Context: an optimization exercise on an open-source flow, tuned for small area, a short achievable clock period and few clock cycles. The choices shown serve that exercise and are no tape-out recipe. In this exercise RTL edits were held to simulation tests only and were not proved equivalent to the original. Power figures rest on the tool's default switching activity, not on a simulated workload.

==> flow/design.v <==
package vnlp_pkg;
   localparam logic MODE_L2SQ = 1'b0;
   localparam logic MODE_L1   = 1'b1;
endpackage
module vnlp_fa (
   input  logic a,
   input  logic b,
   input  logic c,
   output logic s,
   output logic co
);
   assign s  = a ^ b ^ c;
   assign co = (a & b) | (a & c) | (b & c);
endmodule
module vnlp_ha (
   input  logic a,
   input  logic b,
   output logic s,
   output logic co
);
   assign s  = a ^ b;
   assign co = a & b;
endmodule
module vnlp_mac (
   input  logic [23:0] u_i,
   input  logic        m2_i,
   input  logic        ml_i,
   input  logic [46:0] acc_i,
   input  logic [7:0]  cy_i,
   output logic [46:0] sum_o,
   output logic [7:0]  cy_o,
   output logic        ovf_o
);
   logic [23:0] u2;
   logic [46:0] ra, rb;
   logic t0;
   logic t1;
   logic t2;
   logic t3;
   logic t4;
   logic t5;
   logic t6;
   logic t7;
   logic t8;
   logic t9;
   logic t10;
   logic t11;
   logic t12;
   logic t13;
   logic t14;
   logic t15;
   logic t16;
   logic t17;
   logic t18;
   logic t19;
   logic t20;
   logic t21;
   logic t22;
   logic t23;
   logic t24;
   logic t25;
   logic t26;
   logic t27;
   logic t28;
   logic t29;
   logic t30;
   logic t31;
   logic t32;
   logic t33;
   logic t34;
   logic t35;
   logic t36;
   logic t37;
   logic t38;
   logic t39;
   logic t40;
   logic t41;
   logic t42;
   logic t43;
   logic t44;
   logic t45;
   logic t46;
   logic t47;
   logic t48;
   logic t49;
   logic t50;
   logic t51;
   logic t52;
   logic t53;
   logic t54;
   logic t55;
   logic t56;
   logic t57;
   logic t58;
   logic t59;
   logic t60;
   logic t61;
   logic t62;
   logic t63;
   logic t64;
   logic t65;
   logic t66;
   logic t67;
   logic t68;
   logic t69;
   logic t70;
   logic t71;
   logic t72;
   logic t73;
   logic t74;
   logic t75;
   logic t76;
   logic t77;
   logic t78;
   logic t79;
   logic t80;
   logic t81;
   logic t82;
   logic t83;
   logic t84;
   logic t85;
   logic t86;
   logic t87;
   logic t88;
   logic t89;
   logic t90;
   logic t91;
   logic t92;
   logic t93;
   logic t94;
   logic t95;
   logic t96;
   logic t97;
   logic t98;
   logic t99;
   logic t100;
   logic t101;
   logic t102;
   logic t103;
   logic t104;
   logic t105;
   logic t106;
   logic t107;
   logic t108;
   logic t109;
   logic t110;
   logic t111;
   logic t112;
   logic t113;
   logic t114;
   logic t115;
   logic t116;
   logic t117;
   logic t118;
   logic t119;
   logic t120;
   logic t121;
   logic t122;
   logic t123;
   logic t124;
   logic t125;
   logic t126;
   logic t127;
   logic t128;
   logic t129;
   logic t130;
   logic t131;
   logic t132;
   logic t133;
   logic t134;
   logic t135;
   logic t136;
   logic t137;
   logic t138;
   logic t139;
   logic t140;
   logic t141;
   logic t142;
   logic t143;
   logic t144;
   logic t145;
   logic t146;
   logic t147;
   logic t148;
   logic t149;
   logic t150;
   logic t151;
   logic t152;
   logic t153;
   logic t154;
   logic t155;
   logic t156;
   logic t157;
   logic t158;
   logic t159;
   logic t160;
   logic t161;
   logic t162;
   logic t163;
   logic t164;
   logic t165;
   logic t166;
   logic t167;
   logic t168;
   logic t169;
   logic t170;
   logic t171;
   logic t172;
   logic t173;
   logic t174;
   logic t175;
   logic t176;
   logic t177;
   logic t178;
   logic t179;
   logic t180;
   logic t181;
   logic t182;
   logic t183;
   logic t184;
   logic t185;
   logic t186;
   logic t187;
   logic t188;
   logic t189;
   logic t190;
   logic t191;
   logic t192;
   logic t193;
   logic t194;
   logic t195;
   logic t196;
   logic t197;
   logic t198;
   logic t199;
   logic t200;
   logic t201;
   logic t202;
   logic t203;
   logic t204;
   logic t205;
   logic t206;
   logic t207;
   logic t208;
   logic t209;
   logic t210;
   logic t211;
   logic t212;
   logic t213;
   logic t214;
   logic t215;
   logic t216;
   logic t217;
   logic t218;
   logic t219;
   logic t220;
   logic t221;
   logic t222;
   logic t223;
   logic t224;
   logic t225;
   logic t226;
   logic t227;
   logic t228;
   logic t229;
   logic t230;
   logic t231;
   logic t232;
   logic t233;
   logic t234;
   logic t235;
   logic t236;
   logic t237;
   logic t238;
   logic t239;
   logic t240;
   logic t241;
   logic t242;
   logic t243;
   logic t244;
   logic t245;
   logic t246;
   logic t247;
   logic t248;
   logic t249;
   logic t250;
   logic t251;
   logic t252;
   logic t253;
   logic t254;
   logic t255;
   logic t256;
   logic t257;
   logic t258;
   logic t259;
   logic t260;
   logic t261;
   logic t262;
   logic t263;
   logic t264;
   logic t265;
   logic t266;
   logic t267;
   logic t268;
   logic t269;
   logic t270;
   logic t271;
   logic t272;
   logic t273;
   logic t274;
   logic t275;
   logic t276;
   logic t277;
   logic t278;
   logic t279;
   logic t280;
   logic t281;
   logic t282;
   logic t283;
   logic t284;
   logic t285;
   logic t286;
   logic t287;
   logic t288;
   logic t289;
   logic t290;
   logic t291;
   logic t292;
   logic t293;
   logic t294;
   logic t295;
   logic t296;
   logic t297;
   logic t298;
   logic t299;
   logic t300;
   logic t301;
   logic t302;
   logic t303;
   logic t304;
   logic t305;
   logic t306;
   logic t307;
   logic t308;
   logic t309;
   logic t310;
   logic t311;
   logic t312;
   logic t313;
   logic t314;
   logic t315;
   logic t316;
   logic t317;
   logic t318;
   logic t319;
   logic t320;
   logic t321;
   logic t322;
   logic t323;
   logic t324;
   logic t325;
   logic t326;
   logic t327;
   logic t328;
   logic t329;
   logic t330;
   logic t331;
   logic t332;
   logic t333;
   logic t334;
   logic t335;
   logic t336;
   logic t337;
   logic t338;
   logic t339;
   logic t340;
   logic t341;
   logic t342;
   logic t343;
   logic t344;
   logic t345;
   logic t346;
   logic t347;
   logic t348;
   logic t349;
   logic t350;
   logic t351;
   logic t352;
   logic t353;
   logic t354;
   logic t355;
   logic t356;
   logic t357;
   logic t358;
   logic t359;
   logic t360;
   logic t361;
   logic t362;
   logic t363;
   logic t364;
   logic t365;
   logic t366;
   logic t367;
   logic t368;
   logic t369;
   logic t370;
   logic t371;
   logic t372;
   logic t373;
   logic t374;
   logic t375;
   logic t376;
   logic t377;
   logic t378;
   logic t379;
   logic t380;
   logic t381;
   logic t382;
   logic t383;
   logic t384;
   logic t385;
   logic t386;
   logic t387;
   logic t388;
   logic t389;
   logic t390;
   logic t391;
   logic t392;
   logic t393;
   logic t394;
   logic t395;
   logic t396;
   logic t397;
   logic t398;
   logic t399;
   logic t400;
   logic t401;
   logic t402;
   logic t403;
   logic t404;
   logic t405;
   logic t406;
   logic t407;
   logic t408;
   logic t409;
   logic t410;
   logic t411;
   logic t412;
   logic t413;
   logic t414;
   logic t415;
   logic t416;
   logic t417;
   logic t418;
   logic t419;
   logic t420;
   logic t421;
   logic t422;
   logic t423;
   logic t424;
   logic t425;
   logic t426;
   logic t427;
   logic t428;
   logic t429;
   logic t430;
   logic t431;
   logic t432;
   logic t433;
   logic t434;
   logic t435;
   logic t436;
   logic t437;
   logic t438;
   logic t439;
   logic t440;
   logic t441;
   logic t442;
   logic t443;
   logic t444;
   logic t445;
   logic t446;
   logic t447;
   logic t448;
   logic t449;
   logic t450;
   logic t451;
   logic t452;
   logic t453;
   logic t454;
   logic t455;
   logic t456;
   logic t457;
   logic t458;
   logic t459;
   logic t460;
   logic t461;
   logic t462;
   logic t463;
   logic t464;
   logic t465;
   logic t466;
   logic t467;
   logic t468;
   logic t469;
   logic t470;
   logic t471;
   logic t472;
   logic t473;
   logic t474;
   logic t475;
   logic t476;
   logic t477;
   logic t478;
   logic t479;
   logic t480;
   logic t481;
   logic t482;
   logic t483;
   logic t484;
   logic t485;
   logic t486;
   logic t487;
   logic t488;
   logic t489;
   logic t490;
   logic t491;
   logic t492;
   logic t493;
   logic t494;
   logic t495;
   logic t496;
   logic t497;
   logic t498;
   logic t499;
   logic t500;
   logic t501;
   logic t502;
   logic t503;
   logic t504;
   logic t505;
   logic t506;
   logic t507;
   logic t508;
   logic t509;
   logic t510;
   logic t511;
   logic t512;
   logic t513;
   logic t514;
   logic t515;
   logic t516;
   logic t517;
   logic t518;
   logic t519;
   logic t520;
   logic t521;
   logic t522;
   logic t523;
   logic t524;
   logic t525;
   logic t526;
   logic t527;
   logic t528;
   logic t529;
   logic t530;
   logic t531;
   logic t532;
   logic t533;
   logic t534;
   logic t535;
   logic t536;
   logic t537;
   logic t538;
   logic t539;
   logic t540;
   logic t541;
   logic t542;
   logic t543;
   logic t544;
   logic t545;
   assign u2 = u_i & {24{m2_i}};
   vnlp_ha u_ha0 (.a(acc_i[16]), .b((u2[1] & u2[14])), .s(t0), .co(t1));
   vnlp_ha u_ha1 (.a(acc_i[17]), .b((u2[1] & u2[15])), .s(t2), .co(t3));
   vnlp_fa u_fa0 (.a(acc_i[18]), .b((u2[1] & u2[16])), .c((u2[2] & u2[15])), .s(t4), .co(t5));
   vnlp_ha u_ha2 (.a((u2[3] & u2[14])), .b((u2[4] & u2[13])), .s(t6), .co(t7));
   vnlp_fa u_fa1 (.a(acc_i[19]), .b(cy_i[2]), .c((u2[1] & u2[17])), .s(t8), .co(t9));
   vnlp_fa u_fa2 (.a((u2[2] & u2[16])), .b((u2[3] & u2[15])), .c((u2[4] & u2[14])), .s(t10), .co(t11));
   vnlp_fa u_fa3 (.a(acc_i[20]), .b((u2[1] & u2[18])), .c((u2[2] & u2[17])), .s(t12), .co(t13));
   vnlp_fa u_fa4 (.a((u2[3] & u2[16])), .b((u2[4] & u2[15])), .c((u2[5] & u2[14])), .s(t14), .co(t15));
   vnlp_ha u_ha3 (.a((u2[6] & u2[13])), .b((u2[7] & u2[12])), .s(t16), .co(t17));
   vnlp_fa u_fa5 (.a(acc_i[21]), .b((u2[1] & u2[19])), .c((u2[2] & u2[18])), .s(t18), .co(t19));
   vnlp_fa u_fa6 (.a((u2[3] & u2[17])), .b((u2[4] & u2[16])), .c((u2[5] & u2[15])), .s(t20), .co(t21));
   vnlp_ha u_ha4 (.a((u2[6] & u2[14])), .b((u2[7] & u2[13])), .s(t22), .co(t23));
   vnlp_fa u_fa7 (.a(acc_i[22]), .b((u2[10] & u2[11])), .c((u2[1] & u2[20])), .s(t24), .co(t25));
   vnlp_fa u_fa8 (.a((u2[2] & u2[19])), .b((u2[3] & u2[18])), .c((u2[4] & u2[17])), .s(t26), .co(t27));
   vnlp_fa u_fa9 (.a((u2[5] & u2[16])), .b((u2[6] & u2[15])), .c((u2[7] & u2[14])), .s(t28), .co(t29));
   vnlp_ha u_ha5 (.a((u2[8] & u2[13])), .b((u2[9] & u2[12])), .s(t30), .co(t31));
   vnlp_fa u_fa10 (.a(acc_i[23]), .b(cy_i[3]), .c((u2[10] & u2[12])), .s(t32), .co(t33));
   vnlp_fa u_fa11 (.a((u2[1] & u2[21])), .b((u2[2] & u2[20])), .c((u2[3] & u2[19])), .s(t34), .co(t35));
   vnlp_fa u_fa12 (.a((u2[4] & u2[18])), .b((u2[5] & u2[17])), .c((u2[6] & u2[16])), .s(t36), .co(t37));
   vnlp_fa u_fa13 (.a((u2[7] & u2[15])), .b((u2[8] & u2[14])), .c((u2[9] & u2[13])), .s(t38), .co(t39));
   vnlp_fa u_fa14 (.a(acc_i[24]), .b((u2[10] & u2[13])), .c((u2[11] & u2[12])), .s(t40), .co(t41));
   vnlp_fa u_fa15 (.a((u2[1] & u2[22])), .b((u2[2] & u2[21])), .c((u2[3] & u2[20])), .s(t42), .co(t43));
   vnlp_fa u_fa16 (.a((u2[4] & u2[19])), .b((u2[5] & u2[18])), .c((u2[6] & u2[17])), .s(t44), .co(t45));
   vnlp_fa u_fa17 (.a((u2[7] & u2[16])), .b((u2[8] & u2[15])), .c((u2[9] & u2[14])), .s(t46), .co(t47));
   vnlp_fa u_fa18 (.a(acc_i[25]), .b((u2[10] & u2[14])), .c((u2[11] & u2[13])), .s(t48), .co(t49));
   vnlp_fa u_fa19 (.a((u2[2] & u2[22])), .b((u2[3] & u2[21])), .c((u2[4] & u2[20])), .s(t50), .co(t51));
   vnlp_fa u_fa20 (.a((u2[5] & u2[19])), .b((u2[6] & u2[18])), .c((u2[7] & u2[17])), .s(t52), .co(t53));
   vnlp_fa u_fa21 (.a(acc_i[26]), .b((u2[10] & u2[15])), .c((u2[11] & u2[14])), .s(t54), .co(t55));
   vnlp_fa u_fa22 (.a((u2[12] & u2[13])), .b((u2[3] & u2[22])), .c((u2[4] & u2[21])), .s(t56), .co(t57));
   vnlp_fa u_fa23 (.a((u2[5] & u2[20])), .b((u2[6] & u2[19])), .c((u2[7] & u2[18])), .s(t58), .co(t59));
   vnlp_fa u_fa24 (.a(acc_i[27]), .b(cy_i[4]), .c((u2[10] & u2[16])), .s(t60), .co(t61));
   vnlp_fa u_fa25 (.a((u2[11] & u2[15])), .b((u2[12] & u2[14])), .c((u2[4] & u2[22])), .s(t62), .co(t63));
   vnlp_ha u_ha6 (.a((u2[5] & u2[21])), .b((u2[6] & u2[20])), .s(t64), .co(t65));
   vnlp_fa u_fa26 (.a(acc_i[28]), .b((u2[10] & u2[17])), .c((u2[11] & u2[16])), .s(t66), .co(t67));
   vnlp_fa u_fa27 (.a((u2[12] & u2[15])), .b((u2[13] & u2[14])), .c((u2[5] & u2[22])), .s(t68), .co(t69));
   vnlp_ha u_ha7 (.a((u2[6] & u2[21])), .b((u2[7] & u2[20])), .s(t70), .co(t71));
   vnlp_fa u_fa28 (.a(acc_i[29]), .b((u2[10] & u2[18])), .c((u2[11] & u2[17])), .s(t72), .co(t73));
   vnlp_ha u_ha8 (.a((u2[12] & u2[16])), .b((u2[13] & u2[15])), .s(t74), .co(t75));
   vnlp_fa u_fa29 (.a(acc_i[30]), .b((u2[10] & u2[19])), .c((u2[11] & u2[18])), .s(t76), .co(t77));
   vnlp_ha u_ha9 (.a((u2[12] & u2[17])), .b((u2[13] & u2[16])), .s(t78), .co(t79));
   vnlp_fa u_fa30 (.a(acc_i[31]), .b(cy_i[5]), .c((u2[10] & u2[20])), .s(t80), .co(t81));
   vnlp_ha u_ha10 (.a(acc_i[32]), .b((u2[10] & u2[21])), .s(t82), .co(t83));
   vnlp_fa u_fa31 (.a(acc_i[10]), .b(cy_i[0]), .c((u2[1] & u2[8])), .s(t84), .co(t85));
   vnlp_ha u_ha11 (.a(acc_i[11]), .b((u2[1] & u2[9])), .s(t86), .co(t87));
   vnlp_fa u_fa32 (.a(acc_i[12]), .b((u2[1] & u2[10])), .c((u2[2] & u2[9])), .s(t88), .co(t89));
   vnlp_ha u_ha12 (.a((u2[3] & u2[8])), .b((u2[4] & u2[7])), .s(t90), .co(t91));
   vnlp_fa u_fa33 (.a(acc_i[13]), .b((u2[1] & u2[11])), .c((u2[2] & u2[10])), .s(t92), .co(t93));
   vnlp_ha u_ha13 (.a((u2[3] & u2[9])), .b((u2[4] & u2[8])), .s(t94), .co(t95));
   vnlp_fa u_fa34 (.a(acc_i[14]), .b((u2[1] & u2[12])), .c((u2[2] & u2[11])), .s(t96), .co(t97));
   vnlp_fa u_fa35 (.a((u2[3] & u2[10])), .b((u2[4] & u2[9])), .c((u2[5] & u2[8])), .s(t98), .co(t99));
   vnlp_ha u_ha14 (.a((u2[6] & u2[7])), .b(u2[7]), .s(t100), .co(t101));
   vnlp_fa u_fa36 (.a(acc_i[15]), .b(cy_i[1]), .c((u2[1] & u2[13])), .s(t102), .co(t103));
   vnlp_fa u_fa37 (.a((u2[2] & u2[12])), .b((u2[3] & u2[11])), .c((u2[4] & u2[10])), .s(t104), .co(t105));
   vnlp_fa u_fa38 (.a((u2[5] & u2[9])), .b((u2[6] & u2[8])), .c(((u2[0] & u2[14]) | (u_i[15] & ml_i))), .s(t106), .co(t107));
   vnlp_fa u_fa39 (.a((u2[2] & u2[13])), .b((u2[3] & u2[12])), .c((u2[4] & u2[11])), .s(t108), .co(t109));
   vnlp_fa u_fa40 (.a((u2[5] & u2[10])), .b((u2[6] & u2[9])), .c((u2[7] & u2[8])), .s(t110), .co(t111));
   vnlp_fa u_fa41 (.a(u2[8]), .b(((u2[0] & u2[15]) | (u_i[16] & ml_i))), .c(t0), .s(t112), .co(t113));
   vnlp_fa u_fa42 (.a((u2[2] & u2[14])), .b((u2[3] & u2[13])), .c((u2[4] & u2[12])), .s(t114), .co(t115));
   vnlp_fa u_fa43 (.a((u2[5] & u2[11])), .b((u2[6] & u2[10])), .c((u2[7] & u2[9])), .s(t116), .co(t117));
   vnlp_fa u_fa44 (.a(((u2[0] & u2[16]) | (u_i[17] & ml_i))), .b(t1), .c(t2), .s(t118), .co(t119));
   vnlp_fa u_fa45 (.a((u2[5] & u2[12])), .b((u2[6] & u2[11])), .c((u2[7] & u2[10])), .s(t120), .co(t121));
   vnlp_fa u_fa46 (.a((u2[8] & u2[9])), .b(u2[9]), .c(((u2[0] & u2[17]) | (u_i[18] & ml_i))), .s(t122), .co(t123));
   vnlp_fa u_fa47 (.a(t3), .b(t6), .c(t4), .s(t124), .co(t125));
   vnlp_fa u_fa48 (.a((u2[5] & u2[13])), .b((u2[6] & u2[12])), .c((u2[7] & u2[11])), .s(t126), .co(t127));
   vnlp_fa u_fa49 (.a((u2[8] & u2[10])), .b(((u2[0] & u2[18]) | (u_i[19] & ml_i))), .c(t7), .s(t128), .co(t129));
   vnlp_fa u_fa50 (.a(t5), .b(t10), .c(t8), .s(t130), .co(t131));
   vnlp_fa u_fa51 (.a((u2[8] & u2[11])), .b((u2[9] & u2[10])), .c(u2[10]), .s(t132), .co(t133));
   vnlp_fa u_fa52 (.a(((u2[0] & u2[19]) | (u_i[20] & ml_i))), .b(t16), .c(t11), .s(t134), .co(t135));
   vnlp_fa u_fa53 (.a(t9), .b(t12), .c(t14), .s(t136), .co(t137));
   vnlp_fa u_fa54 (.a((u2[8] & u2[12])), .b((u2[9] & u2[11])), .c(((u2[0] & u2[20]) | (u_i[21] & ml_i))), .s(t138), .co(t139));
   vnlp_fa u_fa55 (.a(t17), .b(t22), .c(t13), .s(t140), .co(t141));
   vnlp_fa u_fa56 (.a(t15), .b(t18), .c(t20), .s(t142), .co(t143));
   vnlp_fa u_fa57 (.a(u2[11]), .b(((u2[0] & u2[21]) | (u_i[22] & ml_i))), .c(t23), .s(t144), .co(t145));
   vnlp_fa u_fa58 (.a(t30), .b(t19), .c(t21), .s(t146), .co(t147));
   vnlp_fa u_fa59 (.a(t24), .b(t26), .c(t28), .s(t148), .co(t149));
   vnlp_fa u_fa60 (.a(((u2[0] & u2[22]) | (u_i[23] & ml_i))), .b(t31), .c(t25), .s(t150), .co(t151));
   vnlp_fa u_fa61 (.a(t27), .b(t29), .c(t32), .s(t152), .co(t153));
   vnlp_fa u_fa62 (.a(t34), .b(t36), .c(t38), .s(t154), .co(t155));
   vnlp_fa u_fa63 (.a(u2[12]), .b(t33), .c(t35), .s(t156), .co(t157));
   vnlp_fa u_fa64 (.a(t37), .b(t39), .c(t40), .s(t158), .co(t159));
   vnlp_fa u_fa65 (.a(t42), .b(t44), .c(t46), .s(t160), .co(t161));
   vnlp_fa u_fa66 (.a((u2[8] & u2[16])), .b((u2[9] & u2[15])), .c(t41), .s(t162), .co(t163));
   vnlp_fa u_fa67 (.a(t43), .b(t45), .c(t47), .s(t164), .co(t165));
   vnlp_fa u_fa68 (.a(t48), .b(t50), .c(t52), .s(t166), .co(t167));
   vnlp_fa u_fa69 (.a((u2[8] & u2[17])), .b((u2[9] & u2[16])), .c(u2[13]), .s(t168), .co(t169));
   vnlp_fa u_fa70 (.a(t49), .b(t51), .c(t53), .s(t170), .co(t171));
   vnlp_fa u_fa71 (.a(t54), .b(t56), .c(t58), .s(t172), .co(t173));
   vnlp_fa u_fa72 (.a((u2[7] & u2[19])), .b((u2[8] & u2[18])), .c((u2[9] & u2[17])), .s(t174), .co(t175));
   vnlp_fa u_fa73 (.a(t64), .b(t55), .c(t57), .s(t176), .co(t177));
   vnlp_fa u_fa74 (.a(t59), .b(t60), .c(t62), .s(t178), .co(t179));
   vnlp_fa u_fa75 (.a((u2[8] & u2[19])), .b((u2[9] & u2[18])), .c(u2[14]), .s(t180), .co(t181));
   vnlp_fa u_fa76 (.a(t65), .b(t70), .c(t61), .s(t182), .co(t183));
   vnlp_fa u_fa77 (.a(t63), .b(t66), .c(t68), .s(t184), .co(t185));
   vnlp_fa u_fa78 (.a((u2[6] & u2[22])), .b((u2[7] & u2[21])), .c((u2[8] & u2[20])), .s(t186), .co(t187));
   vnlp_fa u_fa79 (.a((u2[9] & u2[19])), .b(t71), .c(t74), .s(t188), .co(t189));
   vnlp_fa u_fa80 (.a(t67), .b(t69), .c(t72), .s(t190), .co(t191));
   vnlp_fa u_fa81 (.a((u2[14] & u2[15])), .b((u2[7] & u2[22])), .c((u2[8] & u2[21])), .s(t192), .co(t193));
   vnlp_fa u_fa82 (.a((u2[9] & u2[20])), .b(u2[15]), .c(t75), .s(t194), .co(t195));
   vnlp_fa u_fa83 (.a(t78), .b(t73), .c(t76), .s(t196), .co(t197));
   vnlp_fa u_fa84 (.a((u2[11] & u2[19])), .b((u2[12] & u2[18])), .c((u2[13] & u2[17])), .s(t198), .co(t199));
   vnlp_fa u_fa85 (.a((u2[14] & u2[16])), .b((u2[8] & u2[22])), .c((u2[9] & u2[21])), .s(t200), .co(t201));
   vnlp_fa u_fa86 (.a(t79), .b(t77), .c(t80), .s(t202), .co(t203));
   vnlp_fa u_fa87 (.a((u2[11] & u2[20])), .b((u2[12] & u2[19])), .c((u2[13] & u2[18])), .s(t204), .co(t205));
   vnlp_fa u_fa88 (.a((u2[14] & u2[17])), .b((u2[15] & u2[16])), .c((u2[9] & u2[22])), .s(t206), .co(t207));
   vnlp_fa u_fa89 (.a(u2[16]), .b(t82), .c(t81), .s(t208), .co(t209));
   vnlp_fa u_fa90 (.a(acc_i[33]), .b((u2[10] & u2[22])), .c((u2[11] & u2[21])), .s(t210), .co(t211));
   vnlp_fa u_fa91 (.a((u2[12] & u2[20])), .b((u2[13] & u2[19])), .c((u2[14] & u2[18])), .s(t212), .co(t213));
   vnlp_ha u_ha15 (.a((u2[15] & u2[17])), .b(t83), .s(t214), .co(t215));
   vnlp_fa u_fa92 (.a(acc_i[34]), .b((u2[11] & u2[22])), .c((u2[12] & u2[21])), .s(t216), .co(t217));
   vnlp_fa u_fa93 (.a((u2[13] & u2[20])), .b((u2[14] & u2[19])), .c((u2[15] & u2[18])), .s(t218), .co(t219));
   vnlp_ha u_ha16 (.a((u2[16] & u2[17])), .b(u2[17]), .s(t220), .co(t221));
   vnlp_fa u_fa94 (.a(acc_i[35]), .b(cy_i[6]), .c((u2[12] & u2[22])), .s(t222), .co(t223));
   vnlp_fa u_fa95 (.a((u2[13] & u2[21])), .b((u2[14] & u2[20])), .c((u2[15] & u2[19])), .s(t224), .co(t225));
   vnlp_fa u_fa96 (.a(acc_i[36]), .b((u2[13] & u2[22])), .c((u2[14] & u2[21])), .s(t226), .co(t227));
   vnlp_ha u_ha17 (.a((u2[15] & u2[20])), .b((u2[16] & u2[19])), .s(t228), .co(t229));
   vnlp_ha u_ha18 (.a(acc_i[37]), .b((u2[14] & u2[22])), .s(t230), .co(t231));
   vnlp_ha u_ha19 (.a(acc_i[38]), .b((u2[15] & u2[22])), .s(t232), .co(t233));
   vnlp_ha u_ha20 (.a(acc_i[6]), .b((u2[1] & u2[4])), .s(t234), .co(t235));
   vnlp_ha u_ha21 (.a(acc_i[7]), .b((u2[1] & u2[5])), .s(t236), .co(t237));
   vnlp_fa u_fa97 (.a(acc_i[8]), .b((u2[1] & u2[6])), .c((u2[2] & u2[5])), .s(t238), .co(t239));
   vnlp_ha u_ha22 (.a((u2[3] & u2[4])), .b(u2[4]), .s(t240), .co(t241));
   vnlp_fa u_fa98 (.a(acc_i[9]), .b((u2[1] & u2[7])), .c((u2[2] & u2[6])), .s(t242), .co(t243));
   vnlp_ha u_ha23 (.a((u2[3] & u2[5])), .b(((u2[0] & u2[8]) | (u_i[9] & ml_i))), .s(t244), .co(t245));
   vnlp_fa u_fa99 (.a((u2[2] & u2[7])), .b((u2[3] & u2[6])), .c((u2[4] & u2[5])), .s(t246), .co(t247));
   vnlp_fa u_fa100 (.a(u2[5]), .b(((u2[0] & u2[9]) | (u_i[10] & ml_i))), .c(t84), .s(t248), .co(t249));
   vnlp_fa u_fa101 (.a((u2[2] & u2[8])), .b((u2[3] & u2[7])), .c((u2[4] & u2[6])), .s(t250), .co(t251));
   vnlp_fa u_fa102 (.a(((u2[0] & u2[10]) | (u_i[11] & ml_i))), .b(t86), .c(t85), .s(t252), .co(t253));
   vnlp_fa u_fa103 (.a((u2[5] & u2[6])), .b(u2[6]), .c(((u2[0] & u2[11]) | (u_i[12] & ml_i))), .s(t254), .co(t255));
   vnlp_fa u_fa104 (.a(t87), .b(t90), .c(t88), .s(t256), .co(t257));
   vnlp_fa u_fa105 (.a((u2[5] & u2[7])), .b(((u2[0] & u2[12]) | (u_i[13] & ml_i))), .c(t91), .s(t258), .co(t259));
   vnlp_fa u_fa106 (.a(t94), .b(t89), .c(t92), .s(t260), .co(t261));
   vnlp_fa u_fa107 (.a(((u2[0] & u2[13]) | (u_i[14] & ml_i))), .b(t95), .c(t100), .s(t262), .co(t263));
   vnlp_fa u_fa108 (.a(t93), .b(t96), .c(t98), .s(t264), .co(t265));
   vnlp_fa u_fa109 (.a(t101), .b(t97), .c(t99), .s(t266), .co(t267));
   vnlp_fa u_fa110 (.a(t102), .b(t104), .c(t106), .s(t268), .co(t269));
   vnlp_fa u_fa111 (.a(t103), .b(t105), .c(t107), .s(t270), .co(t271));
   vnlp_fa u_fa112 (.a(t108), .b(t110), .c(t112), .s(t272), .co(t273));
   vnlp_fa u_fa113 (.a(t109), .b(t111), .c(t114), .s(t274), .co(t275));
   vnlp_fa u_fa114 (.a(t116), .b(t113), .c(t118), .s(t276), .co(t277));
   vnlp_fa u_fa115 (.a(t115), .b(t117), .c(t120), .s(t278), .co(t279));
   vnlp_fa u_fa116 (.a(t122), .b(t119), .c(t124), .s(t280), .co(t281));
   vnlp_fa u_fa117 (.a(t121), .b(t123), .c(t126), .s(t282), .co(t283));
   vnlp_fa u_fa118 (.a(t128), .b(t125), .c(t130), .s(t284), .co(t285));
   vnlp_fa u_fa119 (.a(t127), .b(t132), .c(t129), .s(t286), .co(t287));
   vnlp_fa u_fa120 (.a(t134), .b(t131), .c(t136), .s(t288), .co(t289));
   vnlp_fa u_fa121 (.a(t133), .b(t138), .c(t135), .s(t290), .co(t291));
   vnlp_fa u_fa122 (.a(t140), .b(t137), .c(t142), .s(t292), .co(t293));
   vnlp_fa u_fa123 (.a(t139), .b(t141), .c(t144), .s(t294), .co(t295));
   vnlp_fa u_fa124 (.a(t146), .b(t143), .c(t148), .s(t296), .co(t297));
   vnlp_fa u_fa125 (.a(t145), .b(t147), .c(t150), .s(t298), .co(t299));
   vnlp_fa u_fa126 (.a(t149), .b(t152), .c(t154), .s(t300), .co(t301));
   vnlp_fa u_fa127 (.a(t151), .b(t156), .c(t153), .s(t302), .co(t303));
   vnlp_fa u_fa128 (.a(t155), .b(t158), .c(t160), .s(t304), .co(t305));
   vnlp_fa u_fa129 (.a(t157), .b(t162), .c(t164), .s(t306), .co(t307));
   vnlp_fa u_fa130 (.a(t159), .b(t161), .c(t166), .s(t308), .co(t309));
   vnlp_fa u_fa131 (.a(t168), .b(t163), .c(t165), .s(t310), .co(t311));
   vnlp_fa u_fa132 (.a(t170), .b(t167), .c(t172), .s(t312), .co(t313));
   vnlp_fa u_fa133 (.a(t169), .b(t174), .c(t171), .s(t314), .co(t315));
   vnlp_fa u_fa134 (.a(t176), .b(t173), .c(t178), .s(t316), .co(t317));
   vnlp_fa u_fa135 (.a(t175), .b(t180), .c(t177), .s(t318), .co(t319));
   vnlp_fa u_fa136 (.a(t182), .b(t179), .c(t184), .s(t320), .co(t321));
   vnlp_fa u_fa137 (.a(t181), .b(t186), .c(t183), .s(t322), .co(t323));
   vnlp_fa u_fa138 (.a(t188), .b(t185), .c(t190), .s(t324), .co(t325));
   vnlp_fa u_fa139 (.a(t187), .b(t192), .c(t189), .s(t326), .co(t327));
   vnlp_fa u_fa140 (.a(t194), .b(t191), .c(t196), .s(t328), .co(t329));
   vnlp_fa u_fa141 (.a(t193), .b(t198), .c(t200), .s(t330), .co(t331));
   vnlp_fa u_fa142 (.a(t195), .b(t197), .c(t202), .s(t332), .co(t333));
   vnlp_fa u_fa143 (.a(t199), .b(t201), .c(t204), .s(t334), .co(t335));
   vnlp_fa u_fa144 (.a(t206), .b(t208), .c(t203), .s(t336), .co(t337));
   vnlp_fa u_fa145 (.a(t205), .b(t207), .c(t210), .s(t338), .co(t339));
   vnlp_fa u_fa146 (.a(t212), .b(t214), .c(t209), .s(t340), .co(t341));
   vnlp_fa u_fa147 (.a(t220), .b(t211), .c(t213), .s(t342), .co(t343));
   vnlp_fa u_fa148 (.a(t216), .b(t218), .c(t215), .s(t344), .co(t345));
   vnlp_fa u_fa149 (.a((u2[16] & u2[18])), .b(t221), .c(t217), .s(t346), .co(t347));
   vnlp_fa u_fa150 (.a(t219), .b(t222), .c(t224), .s(t348), .co(t349));
   vnlp_fa u_fa151 (.a((u2[17] & u2[18])), .b(u2[18]), .c(t228), .s(t350), .co(t351));
   vnlp_fa u_fa152 (.a(t223), .b(t225), .c(t226), .s(t352), .co(t353));
   vnlp_fa u_fa153 (.a((u2[15] & u2[21])), .b((u2[16] & u2[20])), .c((u2[17] & u2[19])), .s(t354), .co(t355));
   vnlp_fa u_fa154 (.a(t229), .b(t230), .c(t227), .s(t356), .co(t357));
   vnlp_fa u_fa155 (.a((u2[16] & u2[21])), .b((u2[17] & u2[20])), .c((u2[18] & u2[19])), .s(t358), .co(t359));
   vnlp_fa u_fa156 (.a(u2[19]), .b(t231), .c(t232), .s(t360), .co(t361));
   vnlp_fa u_fa157 (.a(acc_i[39]), .b((u2[16] & u2[22])), .c((u2[17] & u2[21])), .s(t362), .co(t363));
   vnlp_ha u_ha24 (.a((u2[18] & u2[20])), .b(t233), .s(t364), .co(t365));
   vnlp_fa u_fa158 (.a(acc_i[40]), .b(cy_i[7]), .c((u2[17] & u2[22])), .s(t366), .co(t367));
   vnlp_fa u_fa159 (.a((u2[18] & u2[21])), .b((u2[19] & u2[20])), .c(u2[20]), .s(t368), .co(t369));
   vnlp_ha u_ha25 (.a(acc_i[41]), .b((u2[18] & u2[22])), .s(t370), .co(t371));
   vnlp_ha u_ha26 (.a(acc_i[42]), .b((u2[19] & u2[22])), .s(t372), .co(t373));
   vnlp_ha u_ha27 (.a(acc_i[4]), .b((u2[1] & u2[2])), .s(t374), .co(t375));
   vnlp_ha u_ha28 (.a(acc_i[5]), .b((u2[1] & u2[3])), .s(t376), .co(t377));
   vnlp_fa u_fa160 (.a((u2[2] & u2[3])), .b(u2[3]), .c(((u2[0] & u2[5]) | (u_i[6] & ml_i))), .s(t378), .co(t379));
   vnlp_fa u_fa161 (.a((u2[2] & u2[4])), .b(((u2[0] & u2[6]) | (u_i[7] & ml_i))), .c(t235), .s(t380), .co(t381));
   vnlp_fa u_fa162 (.a(((u2[0] & u2[7]) | (u_i[8] & ml_i))), .b(t237), .c(t240), .s(t382), .co(t383));
   vnlp_fa u_fa163 (.a(t241), .b(t239), .c(t244), .s(t384), .co(t385));
   vnlp_fa u_fa164 (.a(t243), .b(t245), .c(t246), .s(t386), .co(t387));
   vnlp_fa u_fa165 (.a(t247), .b(t250), .c(t252), .s(t388), .co(t389));
   vnlp_fa u_fa166 (.a(t251), .b(t254), .c(t253), .s(t390), .co(t391));
   vnlp_fa u_fa167 (.a(t255), .b(t258), .c(t257), .s(t392), .co(t393));
   vnlp_fa u_fa168 (.a(t259), .b(t262), .c(t261), .s(t394), .co(t395));
   vnlp_fa u_fa169 (.a(t263), .b(t266), .c(t265), .s(t396), .co(t397));
   vnlp_fa u_fa170 (.a(t267), .b(t269), .c(t270), .s(t398), .co(t399));
   vnlp_fa u_fa171 (.a(t271), .b(t274), .c(t273), .s(t400), .co(t401));
   vnlp_fa u_fa172 (.a(t275), .b(t278), .c(t277), .s(t402), .co(t403));
   vnlp_fa u_fa173 (.a(t279), .b(t282), .c(t281), .s(t404), .co(t405));
   vnlp_fa u_fa174 (.a(t283), .b(t286), .c(t285), .s(t406), .co(t407));
   vnlp_fa u_fa175 (.a(t287), .b(t290), .c(t289), .s(t408), .co(t409));
   vnlp_fa u_fa176 (.a(t291), .b(t294), .c(t293), .s(t410), .co(t411));
   vnlp_fa u_fa177 (.a(t295), .b(t297), .c(t298), .s(t412), .co(t413));
   vnlp_fa u_fa178 (.a(t299), .b(t301), .c(t302), .s(t414), .co(t415));
   vnlp_fa u_fa179 (.a(t303), .b(t305), .c(t306), .s(t416), .co(t417));
   vnlp_fa u_fa180 (.a(t307), .b(t310), .c(t309), .s(t418), .co(t419));
   vnlp_fa u_fa181 (.a(t311), .b(t314), .c(t313), .s(t420), .co(t421));
   vnlp_fa u_fa182 (.a(t315), .b(t318), .c(t317), .s(t422), .co(t423));
   vnlp_fa u_fa183 (.a(t319), .b(t322), .c(t321), .s(t424), .co(t425));
   vnlp_fa u_fa184 (.a(t323), .b(t326), .c(t325), .s(t426), .co(t427));
   vnlp_fa u_fa185 (.a(t330), .b(t327), .c(t329), .s(t428), .co(t429));
   vnlp_fa u_fa186 (.a(t331), .b(t334), .c(t333), .s(t430), .co(t431));
   vnlp_fa u_fa187 (.a(t335), .b(t338), .c(t340), .s(t432), .co(t433));
   vnlp_fa u_fa188 (.a(t342), .b(t339), .c(t344), .s(t434), .co(t435));
   vnlp_fa u_fa189 (.a(t343), .b(t346), .c(t345), .s(t436), .co(t437));
   vnlp_fa u_fa190 (.a(t347), .b(t350), .c(t349), .s(t438), .co(t439));
   vnlp_fa u_fa191 (.a(t354), .b(t351), .c(t356), .s(t440), .co(t441));
   vnlp_fa u_fa192 (.a(t355), .b(t358), .c(t357), .s(t442), .co(t443));
   vnlp_fa u_fa193 (.a(t359), .b(t362), .c(t364), .s(t444), .co(t445));
   vnlp_fa u_fa194 (.a(t363), .b(t366), .c(t368), .s(t446), .co(t447));
   vnlp_fa u_fa195 (.a((u2[19] & u2[21])), .b(t370), .c(t367), .s(t448), .co(t449));
   vnlp_fa u_fa196 (.a((u2[20] & u2[21])), .b(u2[21]), .c(t371), .s(t450), .co(t451));
   vnlp_ha u_ha29 (.a(acc_i[43]), .b((u2[20] & u2[22])), .s(t452), .co(t453));
   vnlp_ha u_ha30 (.a(acc_i[44]), .b((u2[21] & u2[22])), .s(t454), .co(t455));
   vnlp_ha u_ha31 (.a(acc_i[2]), .b(u2[1]), .s(t456), .co(t457));
   vnlp_ha u_ha32 (.a(acc_i[3]), .b(((u2[0] & u2[2]) | (u_i[3] & ml_i))), .s(t458), .co(t459));
   vnlp_fa u_fa197 (.a(u2[2]), .b(((u2[0] & u2[3]) | (u_i[4] & ml_i))), .c(t374), .s(t460), .co(t461));
   vnlp_fa u_fa198 (.a(((u2[0] & u2[4]) | (u_i[5] & ml_i))), .b(t375), .c(t376), .s(t462), .co(t463));
   vnlp_fa u_fa199 (.a(t377), .b(t234), .c(t378), .s(t464), .co(t465));
   vnlp_fa u_fa200 (.a(t236), .b(t379), .c(t380), .s(t466), .co(t467));
   vnlp_fa u_fa201 (.a(t238), .b(t381), .c(t382), .s(t468), .co(t469));
   vnlp_fa u_fa202 (.a(t242), .b(t383), .c(t384), .s(t470), .co(t471));
   vnlp_fa u_fa203 (.a(t385), .b(t248), .c(t386), .s(t472), .co(t473));
   vnlp_fa u_fa204 (.a(t249), .b(t387), .c(t388), .s(t474), .co(t475));
   vnlp_fa u_fa205 (.a(t256), .b(t389), .c(t390), .s(t476), .co(t477));
   vnlp_fa u_fa206 (.a(t260), .b(t391), .c(t392), .s(t478), .co(t479));
   vnlp_fa u_fa207 (.a(t264), .b(t393), .c(t394), .s(t480), .co(t481));
   vnlp_fa u_fa208 (.a(t268), .b(t395), .c(t396), .s(t482), .co(t483));
   vnlp_fa u_fa209 (.a(t397), .b(t272), .c(t398), .s(t484), .co(t485));
   vnlp_fa u_fa210 (.a(t276), .b(t399), .c(t400), .s(t486), .co(t487));
   vnlp_fa u_fa211 (.a(t280), .b(t401), .c(t402), .s(t488), .co(t489));
   vnlp_fa u_fa212 (.a(t284), .b(t403), .c(t404), .s(t490), .co(t491));
   vnlp_fa u_fa213 (.a(t288), .b(t405), .c(t406), .s(t492), .co(t493));
   vnlp_fa u_fa214 (.a(t292), .b(t407), .c(t408), .s(t494), .co(t495));
   vnlp_fa u_fa215 (.a(t296), .b(t409), .c(t410), .s(t496), .co(t497));
   vnlp_fa u_fa216 (.a(t300), .b(t411), .c(t412), .s(t498), .co(t499));
   vnlp_fa u_fa217 (.a(t304), .b(t413), .c(t414), .s(t500), .co(t501));
   vnlp_fa u_fa218 (.a(t308), .b(t415), .c(t416), .s(t502), .co(t503));
   vnlp_fa u_fa219 (.a(t312), .b(t417), .c(t418), .s(t504), .co(t505));
   vnlp_fa u_fa220 (.a(t316), .b(t419), .c(t420), .s(t506), .co(t507));
   vnlp_fa u_fa221 (.a(t320), .b(t421), .c(t422), .s(t508), .co(t509));
   vnlp_fa u_fa222 (.a(t324), .b(t423), .c(t424), .s(t510), .co(t511));
   vnlp_fa u_fa223 (.a(t328), .b(t425), .c(t426), .s(t512), .co(t513));
   vnlp_fa u_fa224 (.a(t332), .b(t427), .c(t428), .s(t514), .co(t515));
   vnlp_fa u_fa225 (.a(t336), .b(t429), .c(t430), .s(t516), .co(t517));
   vnlp_fa u_fa226 (.a(t337), .b(t431), .c(t432), .s(t518), .co(t519));
   vnlp_fa u_fa227 (.a(t341), .b(t434), .c(t433), .s(t520), .co(t521));
   vnlp_fa u_fa228 (.a(t348), .b(t436), .c(t435), .s(t522), .co(t523));
   vnlp_fa u_fa229 (.a(t352), .b(t437), .c(t438), .s(t524), .co(t525));
   vnlp_fa u_fa230 (.a(t353), .b(t439), .c(t440), .s(t526), .co(t527));
   vnlp_fa u_fa231 (.a(t360), .b(t441), .c(t442), .s(t528), .co(t529));
   vnlp_fa u_fa232 (.a(t361), .b(t444), .c(t443), .s(t530), .co(t531));
   vnlp_fa u_fa233 (.a(t365), .b(t445), .c(t446), .s(t532), .co(t533));
   vnlp_fa u_fa234 (.a(t369), .b(t448), .c(t447), .s(t534), .co(t535));
   vnlp_fa u_fa235 (.a(t372), .b(t449), .c(t450), .s(t536), .co(t537));
   vnlp_fa u_fa236 (.a(t373), .b(t452), .c(t451), .s(t538), .co(t539));
   vnlp_fa u_fa237 (.a(u2[22]), .b(t453), .c(t454), .s(t540), .co(t541));
   vnlp_ha u_ha33 (.a(acc_i[45]), .b(t455), .s(t542), .co(t543));
   vnlp_ha u_ha34 (.a(acc_i[46]), .b(u2[23]), .s(t544), .co(t545));
   assign ra = {t544, t542, t540, t538, t536, t533, t532, t529, t527, t525, t523, t522, t519, t517, t515, t513, t511, t509, t507, t505, t503, t501, t499, t497, t495, t493, t491, t489, t487, t485, t483, t481, t479, t477, t475, t473, t471, t469, t467, t465, t463, t461, t459, t457, ((u2[0] & u2[1]) | (u_i[2] & ml_i)), acc_i[1], acc_i[0]};
   assign rb = {t543, t541, t539, t537, t535, t534, t531, t530, t528, t526, t524, t521, t520, t518, t516, t514, t512, t510, t508, t506, t504, t502, t500, t498, t496, t494, t492, t490, t488, t486, t484, t482, t480, t478, t476, t474, t472, t470, t468, t466, t464, t462, t460, t458, t456, (u_i[1] & ml_i), (u2[0] | (u_i[0] & ml_i))};
   logic [10:0] blk0;
   assign blk0 = {1'b0, ra[9:0]} + {1'b0, rb[9:0]};
   assign sum_o[9:0] = blk0[9:0];
   logic [5:0] blk1;
   assign blk1 = {1'b0, ra[14:10]} + {1'b0, rb[14:10]};
   assign sum_o[14:10] = blk1[4:0];
   logic [4:0] blk2;
   assign blk2 = {1'b0, ra[18:15]} + {1'b0, rb[18:15]};
   assign sum_o[18:15] = blk2[3:0];
   logic [4:0] blk3;
   assign blk3 = {1'b0, ra[22:19]} + {1'b0, rb[22:19]};
   assign sum_o[22:19] = blk3[3:0];
   logic [4:0] blk4;
   assign blk4 = {1'b0, ra[26:23]} + {1'b0, rb[26:23]};
   assign sum_o[26:23] = blk4[3:0];
   logic [4:0] blk5;
   assign blk5 = {1'b0, ra[30:27]} + {1'b0, rb[30:27]};
   assign sum_o[30:27] = blk5[3:0];
   logic [4:0] blk6;
   assign blk6 = {1'b0, ra[34:31]} + {1'b0, rb[34:31]};
   assign sum_o[34:31] = blk6[3:0];
   logic [5:0] blk7;
   assign blk7 = {1'b0, ra[39:35]} + {1'b0, rb[39:35]};
   assign sum_o[39:35] = blk7[4:0];
   logic [7:0] blk8;
   assign blk8 = {1'b0, ra[46:40]} + {1'b0, rb[46:40]};
   assign sum_o[46:40] = blk8[6:0];
   assign cy_o = {blk7[5], blk6[4], blk5[4], blk4[4], blk3[4], blk2[4], blk1[5], blk0[10]};
   assign ovf_o = blk8[7] | t545;
endmodule
module vnlp_nand2 #(
   parameter int W = 9
) (
   input  logic [W-1:0] a_i,
   input  logic [W-1:0] b_i,
   output logic [W-1:0] y_o
);
   assign y_o = ~(a_i & b_i);
endmodule
module vnlp_amux #(
   parameter int W = 9
) (
   input  logic         sel_i,
   input  logic [W-1:0] a_i,
   input  logic [W-1:0] b_i,
   output logic [W-1:0] y_o
);
   logic [W-1:0] na, nb;
   vnlp_nand2 #(.W(W)) u_na (.a_i(a_i), .b_i({W{sel_i}}),  .y_o(na));
   vnlp_nand2 #(.W(W)) u_nb (.a_i(b_i), .b_i({W{~sel_i}}), .y_o(nb));
   vnlp_nand2 #(.W(W)) u_ny (.a_i(na),  .b_i(nb),          .y_o(y_o));
endmodule
module vnlp_engine #(
   parameter int DW      = 24,
   parameter int AW      = 9,
   parameter int LW      = 7,
   parameter int ACCW    = 2*DW-1,
   parameter int LEN_MAX = 2**LW-1,
   parameter int NCY     = 8
) (
   input  logic                 clk,
   input  logic                 rst_n,
   input  logic                 START,
   input  logic [AW-1:0]        HEAD,
   input  logic                 NORM_MODE,
   output logic                 DONE,
   output logic [ACCW-1:0]      NORM2,
   output logic [LW-1:0]        LEN,
   output logic                 ERR,
   output logic                 SAT,
   output logic [AW-1:0]        rd_addr1,
   output logic [AW-1:0]        rd_addr2,
   input  logic [DW-1:0]        rd_data1,
   input  logic [DW-1:0]        rd_data2
);
   logic            busy_q;      
   logic            v1_q;        
   logic            v2_q;        
   logic            fin_q;       
   logic [AW-1:0]   head_q;
   logic            mode_q;
   logic [LW-1:0]   len_q;
   logic            err_q;
   logic [AW-1:0]   p_q;         
   logic [DW-1:0]   u_q;         
   logic            m2_q, ml_q;
   logic [ACCW-1:0] acc_q;
   logic [NCY-1:0]  cy_q;        
   logic            sat_q;
   logic            fresh_q;     
   logic            start_ok, hit, last;
   logic [AW-1:0]   link;
   logic [DW-1:0]   mag;
   logic [ACCW-1:0] sum;
   logic [NCY-1:0]  cy;
   logic            ovf;
   assign link     = rd_data1[AW-1:0];
   assign start_ok = START & ~busy_q & ~v1_q & ~v2_q;
   assign hit      = (link == head_q);
   assign last     = hit | (len_q == LW'(LEN_MAX-1));
   assign mag      = rd_data2[DW-1] ? -rd_data2 : rd_data2;
   vnlp_amux #(.W(AW)) u_amux (.sel_i(busy_q), .a_i(link), .b_i(HEAD), .y_o(rd_addr1));
   assign rd_addr2 = p_q;
   always_ff @(posedge clk or negedge rst_n) begin
      if (!rst_n) begin
         busy_q <= 1'b0;
         v1_q   <= 1'b0;
         v2_q   <= 1'b0;
         fin_q  <= 1'b0;
      end else begin
         if (start_ok)    busy_q <= 1'b1;
         else if (last)   busy_q <= 1'b0;
         v1_q <= busy_q;
         v2_q <= v1_q;
         if (start_ok)              fin_q <= 1'b0;
         else if (v2_q && !v1_q)    fin_q <= 1'b1;
      end
   end
   always_ff @(posedge clk) begin
      p_q <= rd_addr1 + 1'b1;
      if (start_ok) begin
         head_q <= HEAD;
         mode_q <= NORM_MODE;
         len_q  <= '0;
      end else if (busy_q) begin
         len_q  <= len_q + 1'b1;
         err_q  <= ~hit;
      end
      u_q  <= mag;
      m2_q <= v1_q & (mode_q == vnlp_pkg::MODE_L2SQ);
      ml_q <= v1_q & (mode_q == vnlp_pkg::MODE_L1);
      fresh_q <= start_ok;
      acc_q   <= sum;
      cy_q    <= cy;
      sat_q   <= (sat_q & ~fresh_q) | ovf;
   end
   vnlp_mac u_mac (
      .u_i   (u_q),
      .m2_i  (m2_q),
      .ml_i  (ml_q),
      .acc_i (acc_q & {ACCW{~fresh_q}}),
      .cy_i  (cy_q & {NCY{~fresh_q}}),
      .sum_o (sum),
      .cy_o  (cy),
      .ovf_o (ovf)
   );
   assign DONE  = fin_q & (sat_q | (cy_q == '0));
   assign NORM2 = acc_q | {ACCW{sat_q}};
   assign LEN   = len_q;
   assign ERR   = err_q;
   assign SAT   = sat_q;
endmodule
==> flow/flow/run.sh <==
#!/bin/bash
set -euo pipefail
MARGIN=$(cat flow/margin.txt)
PORTBUF=$(cat flow/portbuf.txt)
bash standard.sh SETUP_SLACK_MARGIN=$MARGIN "BUFFER_PORTS_ARGS=-buffer_cell $PORTBUF" finish > standard_flow.log 2>&1
==> flow/flow/margin.txt <==
5.5
==> flow/flow/portbuf.txt <==
sky130_fd_sc_hd__buf_1
==> flow/standard.sh <==
#!/bin/bash
# synth_recipe.tcl (not shown) runs the flow's synth.tcl, then flattens the netlist and writes it again
# the make line also repeats each setting of config.mk as NAME=value (left out here)
make -C /OpenROAD-flow-scripts/flow DESIGN_CONFIG=/design/flow/config.mk WORK_HOME=/design/flow/orfs CLKGATE_MAP_FILE= SYNTH_SCRIPT=/design/flow/synth_recipe.tcl "${@:-finish}"
==> flow/config.mk <==
export PLATFORM = sky130hd
export DESIGN_NAME = vnlp_engine
export DESIGN_NICKNAME = vnlp_engine
export VERILOG_FILES = /design/flow/design.v
export SDC_FILE = /design/flow/constraint.sdc
export NUM_CORES = 4
export LEC_CHECK = 0
export CAP_MARGIN = 20
export CORE_MARGIN = 2
export CORE_UTILIZATION = 40
export SLEW_MARGIN = 20
export SYNTH_HIERARCHICAL = 1
==> flow/constraint.sdc <==
create_clock -name core_clock -period 10.0 [get_ports {clk}]
set_input_delay 2.0000 -clock core_clock [delete_from_list [all_inputs] [get_ports {clk}]]
set_output_delay 2.0000 -clock core_clock [all_outputs]
set_load 0.01 [all_outputs]
==> results_dict.tcl, run 1 <==
set metrics [dict create \
    netlist_top_cells_count "fa_1, and3_1, dfxtp_1, ha_1, clkbuf_1" \
    synth.avg_cell_area_um2 10.6 \
    synth_flop_cell "dfxtp_1" \
    core_um2 32500 \
    grt_overflow_total 0 \
    wl_met1_um 15400 \
    antenna_found_initial 2 \
    cts.path.max_buffers 2 \
    synthesis.nets 1638 \
    drive_gt1_share_pct 11.3 \
    fmax_mhz 223 \
    ys_ff_latch 114 \
    hold_buffers 0 \
    io_pins 136 \
    dr_wl_met2_um 16500 \
    first_iter_violations 583 \
    grt_pass1_vias 10200 \
    highest_layer "met4" \
    cts_tree "built" \
    cts_root_buffer "clkbuf_16" \
    htreeDepth 4 \
    setup_violations 0 \
    vias 9522 \
    synth.distinct_cells 43 \
    p_leak_nw 7.39 \
    final_nets 1723 \
    seq_area_frac_synth_pct 18.3 \
    fillCellCount 3047 \
    slew_headroom_pct 36.0 \
    drt-pass1-iter-count 4 \
    clock-sinks 114 \
    synthArstFlopShare_pct 3.51 \
    drc 0 \
    start_kind "input pin" \
    hold_violations 0 \
    wl_per_cell_um 19.3 \
    worst_ir_drop_vdd_mv 0.181 \
    postPlaceCellArea_um2 14000 \
    gr-usage-all-layers_pct 20.8 \
    fin_area_um2 14800 \
    drtAntennaViolNets 0 \
    die_area_um2 34400 \
    tightest_slew_ps 960 \
    yosys.area.top_type "fa_1" \
    fp.dieH_um 185 \
    synth-edff-count 11 \
    tns_ps 0 \
    grt_max_degree 136 \
    post-synth-top-area-fraction_pct 37.5 \
    dp_hpwl_um 23700 \
    status "timing/DRC/antenna clean" \
    yosys_warnings 7 \
    clkSlewWorstSetupHoldPaths_ps 60 \
    fin_crit_sh_pct 44.8 \
    critPathRequiredTime_ps 8000 \
    route.met3.wl_um 2000 \
    io_buffers 120 \
    cp.arrival_ps 2480 \
    drv_cap 0 \
    synth_area_um2 13200 \
    yosys-top-cells-area "fa_1, dfxtp_1, and3_1" \
    cp-end-kind "output port" \
    rows 66 \
    worst_clock_skew_ps 11.3 \
    area_delta_synth_final_pct 12.3 \
    power.density_nw_per_um2 379 \
    synthMostInstantiatedCell "fa_1" \
    critPathMaxFanout 3 \
    vias_per_cell 5.33 \
    routed_wl_um 34500 \
    grt_pass1_wl_um 54800 \
    syn_inst 1244 \
    clock_latency_ps 420 \
    holdCritPathClass "flop to flop" \
    rsz0062_at_grt "no" \
    die_x_um 185 \
    dp.cells 1734 \
    cts_buffers 17 \
    slew_viol_final 0 \
    start_util_pct 40.6 \
    design_power_total_w 0.00561 \
    gp_congestion 0.846 \
    stdcell_count 1786 \
    crit_type "input pin to output port" \
    final.min_clock_period_ps 4480 \
    post-route-util_pct 45.6 \
]
[layer usage]
layer	vias to the layer above	global-route usage [%]
met1	4884	28.6
met3	37	3.27
met5	-	0
met4	0	5.75
met2	287	34.2
li1	4314	-
[per-stage QoR]
stage | hold slack (ps) | worst slack, ps
finish | 423 | 5520
global route | 443 | 5490
CTS | 412 | 5470
detailed placement | 410 | 4660
global placement | 400 | 4740
floorplan | 396 | 5740
[sequential cells by signal (all words and copies together), names as in the netlist]
name	flops
len_q	7
v1_q	1
ml_q	1
sat_q	1
acc_q	47
err_q	1
u_q	24
head_q	9
p_q	9
v2_q	1
fresh_q	1
m2_q	1
mode_q	1
busy_q	1
fin_q	1
cy_q	8
[worst paths after layout]
path | start | end | slack (ps) | depth (start not counted)
worst max-delay path | rd_data1[5] | rd_addr1[5] | 5520 | 4
worst min-delay path | mode_q | m2_q | 420 | 1
worst max register to register | u_q[8] | cy_q[4] | 5680 | 13
worst min register to register | mode_q | m2_q | 420 | 1
max in group asynchronous | rst_n | v2_q | 8420 | 1
min in group asynchronous | rst_n | fin_q | 1400 | 1
[cell families after synthesis]
family                   after synthesis  share of synthesized area [%]
adder cells (fa/ha/maj)              333                           45.7
buffers and inverters                141                           4.18
AND/OR/NAND/NOR                      488                           21.9
AO/OA/AOI/OAI                         97                           5.23
XOR/XNOR                              71                           4.72
flip-flops                           114                           18.3
[layout by cell type (no fill, tap or decap), types with 30 or more instances in the layout]
cell / instances
and3_1: 233
buf_1: 112
buf_4: 30
dfxtp_1: 88
fa_1: 247
ha_1: 86
inv_1: 50
nand2_1: 45
nor2b_1: 65
or2_2: 47
xnor2_1: 63
[power breakdown]
part / switching [W] / internal, W / leakage (nW)
clock network: 0.000255 / 0.000335 / 0.261
registers: 0.000158 / 0.000720 / 0.972
logic: 0.00217 / 0.00197 / 6.15
[repair_timing]
action	in CTS	in global routing
buffers inserted	7	10
pin swaps	5	4
cloned	0	1
gates resized for setup	22	11
endpoints found under the setup margin	41	19
[layout make-up]
class / instances / area [um2] / area share (%)
multi-input combinational: 989 / 10200 / 69.2
sequential: 114 / 2430 / 16.4
timing repair buffer: 157 / 828 / 5.60
tap: 442 / 553 / 3.74
clock buffer: 20 / 457 / 3.09
inverter: 50 / 188 / 1.27
clock inverter: 12 / 96.3 / 0.651
antenna: 2 / 5.00 / 0.0338
[per-module statistics from Yosys (local to each module, per instance), excerpt]
module | cell area (um2) | flops+latches
vnlp_engine | 4040 | 114
vnlp_mac | 3830 | 0
vnlp_fa | 20.0 | 0
vnlp_ha | 12.5 | 0
[worst max-delay path: stages]
cell	delay, ps
buf_1	130
nand2_1	80
nand2_2	130
buf_2	130
Testbench counts, summed over its fixed seeds: cycles 26,523.
==> inputs of run 2 (changes only) <==
--- a/flow/config.mk
+++ b/flow/config.mk
@@ -9,3 +9,3 @@
 export CORE_MARGIN = 2
-export CORE_UTILIZATION = 40
+export CORE_UTILIZATION = 60
 export SLEW_MARGIN = 20
==> run 2 against run 1 <==
Via count shrank 1.2%. Non-clock buffer count shrank 10. Critical path depth is the same. Sequential share of layout area grew 0.34 points. Sequential cell count is the same. First-iteration DRC count grew 6.9%. Synthesized cell count is the same. Critical path type unchanged. Critical endpoint is now rd_addr1[4]. Largest cell class unchanged.
==> results_dict.tcl, run 2 <==
set metrics [dict create \
    synth-edff-count 11 \
    layout_commonest_cell "fa_1" \
    largest-register "acc_q" \
    core_um2 21700 \
    cts_tree "built" \
    routed_wl_um 32700 \
    ff2ff_setup_slack_ps 5760 \
    drt-pass1-iter-count 5 \
    fp.dieH_um 152 \
    final.min_clock_period_ps 4470 \
    htreeDepth 4 \
    grt_overflow_total 0 \
    synth.avg_cell_area_um2 10.6 \
    clkSlewWorstSetupHoldPaths_ps 70 \
    dpl_worst_slack_ps 4620 \
    final_cell_mix "fa_1, and3_1, buf_1" \
    critPathMaxFanout 3 \
    cts_buffers 17 \
    netlist_top_cells_count "fa_1, and3_1, dfxtp_1, ha_1, clkbuf_1" \
    yosys-top-cells-area "fa_1, dfxtp_1, and3_1" \
    grt_pass1_wl_um 53500 \
    postPlaceCellArea_um2 13700 \
    io_pins 136 \
    post-synth-top-area-fraction_pct 37.5 \
    path_cells "buf_1 -> nand2_1 -> nand2_2 -> clkbuf_2" \
    vias 9409 \
    syn_inst 1244 \
    wl_per_cell_um 20.3 \
    synth_area_um2 13200 \
    seq_area_frac_synth_pct 18.3 \
    path_delay_family "buffers and inverters" \
    start_kind "input pin" \
    first_iter_violations 623 \
    rsz0062_at_grt "no" \
    synthArstFlopShare_pct 3.51 \
    tightest_slew_ps 970 \
    die_x_um 152 \
    fmax_mhz 224 \
    holdCritPathClass "flop to flop" \
    vias_per_cell 5.83 \
    grt_pass1_vias 9928 \
    worst_clock_skew_ps 9.46 \
    critical-path-slowest-cell "clkbuf_2" \
    final_nets 1713 \
    antenna_found_initial 0 \
    area_delta_synth_final_pct 10.4 \
    dp_hpwl_um 22400 \
    cp-end-kind "output port" \
    largest_register_ffs 47 \
    synthMostInstantiatedCell "fa_1" \
    die_area_um2 23200 \
    cp.arrival_ps 2470 \
    setup_violations 0 \
    grt_max_degree 142 \
    worst_ir_drop_vdd_mv 0.270 \
    fin_hold_ws_ps 412 \
    drv_cap 0 \
    start_util_pct 60.7 \
    ys_ff_latch 114 \
    fin_area_um2 14500 \
    reg_top3 "acc_q: 47 flops, u_q: 24 flops" \
    worst_path_largest_cell_delay_ps 140 \
    slew_headroom_pct 35.4 \
    drc 0 \
    synthesis.nets 1638 \
    rows 54 \
    worst_slack_ps 5530 \
    gp_congestion 0.829 \
    drtAntennaViolNets 0 \
    cts.path.max_buffers 2 \
    slew_viol_final 0 \
    clock-sinks 114 \
    synth.distinct_cells 43 \
    clock_latency_ps 420 \
    synth_flop_cell "dfxtp_1" \
    hold_violations 0 \
    drive_gt1_share_pct 11.6 \
    gr-usage-all-layers_pct 29.6 \
    crit_type "input pin to output port" \
    tns_ps 0 \
    power.density_nw_per_um2 385 \
    critPathRequiredTime_ps 8000 \
    status "timing/DRC/antenna clean" \
    yosys_warnings 7 \
    cts_root_buffer "clkbuf_16" \
    path_buf_inv 2 \
    io_buffers 120 \
    yosys.area.top_type "fa_1" \
    fin_crit_sh_pct 44.7 \
    p_leak_nw 7.37 \
]
[run 2: cell counts after synthesis]
No cell type changed its count.
[run 2: worst paths after layout]
path                              from           to  cells past startpoint
max                        rd_data1[4]  rd_addr1[4]                      4
min                             mode_q         m2_q                      1
max reg2reg                    fresh_q      cy_q[3]                     13
min reg2reg                     mode_q         m2_q                      1
max in group asynchronous        rst_n        fin_q                      1
min in group asynchronous        rst_n         v2_q                      1
[run 2: per-module statistics from Yosys (local to each module, per instance), excerpt]
module,flip-flops and latches,copies in the design,cells,cell area (um2)
vnlp_engine,114,1,371,4040
vnlp_mac,0,1,572,3830
vnlp_fa,0,238,1,20.0
vnlp_ha,0,35,1,12.5
[run 2: power breakdown]
part           total [W]  switching, W  internal [W]
logic            0.00407       0.00210       0.00197
clock network   0.000633      0.000278      0.000355
registers       0.000899      0.000179      0.000721
total            0.00560       0.00256       0.00305
[run 2: per-layer routing]
layer	GRT usage (%)	share of wire, %	up-vias
li1	-	-	4307
met1	42.5	44	4738
met5	0	0	-
met2	46.8	47	319
met4	7.79	1.7	0
met3	5.60	6.7	45
[run 2: metrics by stage]
stage          power [W]  std cells  utilization, %
6_report         0.00560       1613            67.1
5_1_grt          0.00633       1612            67.1
4_1_cts          0.00564       1600            66.4
3_5_place_dp     0.00493       1564            63.2
3_3_place_gp     0.00485       1564            63.2
2_1_floorplan    0.00401       1244               -
[run 2: layout make-up]
cell class / count / area [um2]
inverter: 50 / 188
clock buffer: 17 / 425
multi-input combinational: 989 / 10200
tap: 280 / 350
sequential: 114 / 2440
timing repair buffer: 147 / 742
antenna: 1 / 2.50
clock inverter: 15 / 161
fill: 1756 / 7140
[run 2: cells by family after synthesis]
family	Yosys count	share of synthesized area, %
xor gates and xnor gates	71	4.72
adders and majority gates	333	45.7
AOI/OAI and AO/OA	97	5.23
buffers and inverters	141	4.18
DFF	114	18.3
and+or+nand+nor	488	21.9
[run 2: repair_timing]
| action | 4_1_cts | 5_1_grt |
|---|---|---|
| setup buffers | 4 | 11 |
| gates cloned | 0 | 1 |
| pin swaps | 4 | 7 |
| hold buffers | 0 | 0 |
| gates resized for setup | 21 | 24 |
| setup endpoints to repair | 41 | 24 |
==> inputs of run 3 (changes only) <==
--- a/flow/config.mk
+++ b/flow/config.mk
@@ -10,2 +10,3 @@
 export CORE_UTILIZATION = 60
+export CTS_BUF_LIST = sky130_fd_sc_hd__clkbuf_8 sky130_fd_sc_hd__clkbuf_16
 export SLEW_MARGIN = 20
==> run 3 against run 2 <==
Still clean. Final area is the same. Combinational power is essentially flat. Synthesized cell count did not move. First-iteration DRC count unchanged. Clock-buffer cell count did not move. Routed wire length stayed put. Setup slack did not move.
==> results_dict.tcl, run 3 <==
set metrics [dict create \
    dp.cells 1564 \
    cp-end-kind "output port" \
    grt_pass1_vias 9928 \
    antenna_found_initial 0 \
    layout_commonest_cell "fa_1" \
    io_buffers 120 \
    synthMostInstantiatedCell "fa_1" \
    cts_tree "built" \
    start_kind "input pin" \
    synthesis.nets 1638 \
    yosys_warnings 7 \
    vias_per_cell 5.83 \
    power.density_nw_per_um2 385 \
    yosys.area.top_type "fa_1" \
    largest-register "acc_q" \
    design_power_total_w 0.00560 \
    setup_violations 0 \
    drt-pass1-iter-count 5 \
    start_util_pct 60.7 \
    critPathMaxFanout 3 \
    routed_wl_um 32700 \
    clkSlewWorstSetupHoldPaths_ps 70 \
    rows 54 \
    grt_overflow_total 0 \
    grt_pass1_wl_um 53500 \
    r2r_end "cy_q[3]" \
    die_x_um 152 \
    netlist_top_cells_count "fa_1, and3_1, dfxtp_1, ha_1, clkbuf_1" \
    final_cell_mix "fa_1, and3_1, buf_1" \
    synth.distinct_cells 43 \
    startpoint "rd_data1[4]" \
    seq_area_frac_synth_pct 18.3 \
    critPathRequiredTime_ps 8000 \
    fp.dieH_um 152 \
    ff2ff_setup_slack_ps 5760 \
    area_delta_synth_final_pct 10.4 \
    synth_area_um2 13200 \
    hold_path_depth 1 \
    clock-sinks 114 \
    drive_gt1_share_pct 11.6 \
    drtAntennaViolNets 0 \
    worstReg2RegStart "fresh_q" \
    first_iter_violations 623 \
    vias 9409 \
    synth.avg_cell_area_um2 10.6 \
    syn_inst 1244 \
    dp_hpwl_um 22400 \
    final.min_clock_period_ps 4470 \
    drc 0 \
    hold_violations 0 \
    worst_ir_drop_vdd_mv 0.270 \
    synth-edff-count 11 \
    htreeDepth 4 \
    gp_congestion 0.829 \
    wl_per_cell_um 20.3 \
    status "timing/DRC/antenna clean" \
    fin_area_um2 14500 \
    reg2reg_depth 13 \
    gr-usage-all-layers_pct 29.6 \
    reg_top3 "acc_q: 47 flops, u_q: 24 flops" \
    cp.arrival_ps 2470 \
    slew_viol_final 0 \
    core_um2 21700 \
    die_area_um2 23200 \
    fin_crit_sh_pct 44.7 \
    postPlaceCellArea_um2 13700 \
    fin_hold_ws_ps 412 \
    fmax_mhz 224 \
    tightest_slew_ps 970 \
    post-synth-top-area-fraction_pct 37.5 \
    rsz0062_at_grt "no" \
    worst_clock_skew_ps 9.46 \
    ys_ff_latch 114 \
    crit_type "input pin to output port" \
    yosys-top-cells-area "fa_1, dfxtp_1, and3_1" \
    tns_ps 0 \
    clock_latency_ps 420 \
    cts.path.max_buffers 2 \
    final_nets 1713 \
    grt_max_degree 142 \
    crit_end "rd_addr1[4]" \
    p_leak_nw 7.37 \
    slew_headroom_pct 35.4 \
    stdcell_count 1613 \
    drv_cap 0 \
    holdCritPathClass "flop to flop" \
    cts_root_buffer "clkbuf_16" \
    synth_flop_cell "dfxtp_1" \
    io_pins 136 \
    largest_register_ffs 47 \
    cts_buffers 17 \
    synthArstFlopShare_pct 3.51 \
]
[run 3: metal layers]
metal / wire (um) / global-route usage (%) / up-vias / share of wire [%]
met5: 0 / 0 / - / 0
met4: 562 / 7.79 / 0 / 1.7
met3: 2190 / 5.60 / 45 / 6.7
met2: 15500 / 46.8 / 319 / 47
met1: 14400 / 42.5 / 4738 / 44
li1: - / - / 4307 / -
[run 3: per-module statistics from Yosys, one instance, submodules excluded, a selection]
module       cells inside  area (um2)
vnlp_engine           371        4040
vnlp_ha                 1        12.5
vnlp_mac              572        3830
vnlp_fa                 1        20.0
[run 3: report_power, final]
group / internal (W) / switching, W / total (W)
sequential: 0.000721 / 0.000179 / 0.000899
clock: 0.000355 / 0.000278 / 0.000633
combinational: 0.00197 / 0.00210 / 0.00407
total: 0.00305 / 0.00256 / 0.00560
[run 3: what timing repair did]
item / CTS / global route
endpoints found under the setup margin: 41 / 24
endpoints found under the hold margin: 0 / 0
resized for setup: 21 / 24
cloned: 0 / 1
setup buffers: 4 / 11
pin swaps: 4 / 7
hold buffers: 0 / 0
[run 3: cell type report]
class                      count  area [um2]
multi-input combinational    989       10200
inverter                      50         188
clock buffer                  17         425
sequential                   114        2440
antenna                        1        2.50
timing repair buffer         147         742
clock inverter                15         161
fill                        1756        7140
tap                          280         350
[run 3: per-stage QoR]
stage | util, % | worst slack, ps
detailed placement | 63.2 | 4620
finish | 67.1 | 5530
floorplan | - | 5740
global route | 67.1 | 5500
global placement | 63.2 | 4690
CTS | 66.4 | 5500
[run 3: worst min path at each step]
| stage | startpoint | to | slack [ps] |
|---|---|---|---|
| 2_1_floorplan | v1_q | v2_q | 400 |
| 3_3_place_gp | mode_q | m2_q | 400 |
| 3_5_place_dp | mode_q | m2_q | 410 |
| 4_1_cts | mode_q | m2_q | 410 |
| 5_1_grt | mode_q | m2_q | 460 |
| 6_report | mode_q | m2_q | 410 |
[run 3: logic make-up after synthesis]
family          Yosys count  synth area share [%]
xor+xnor                 71                  4.72
buf+inv                 141                  4.18
flops                   114                  18.3
fa+ha+maj               333                  45.7
compound gates           97                  5.23
simple gates            488                  21.9
[run 3: worst max-delay path, cell delays in order]
cell and delay (ps):
buf_1 110, nand2_1 80, nand2_2 130, clkbuf_2 140
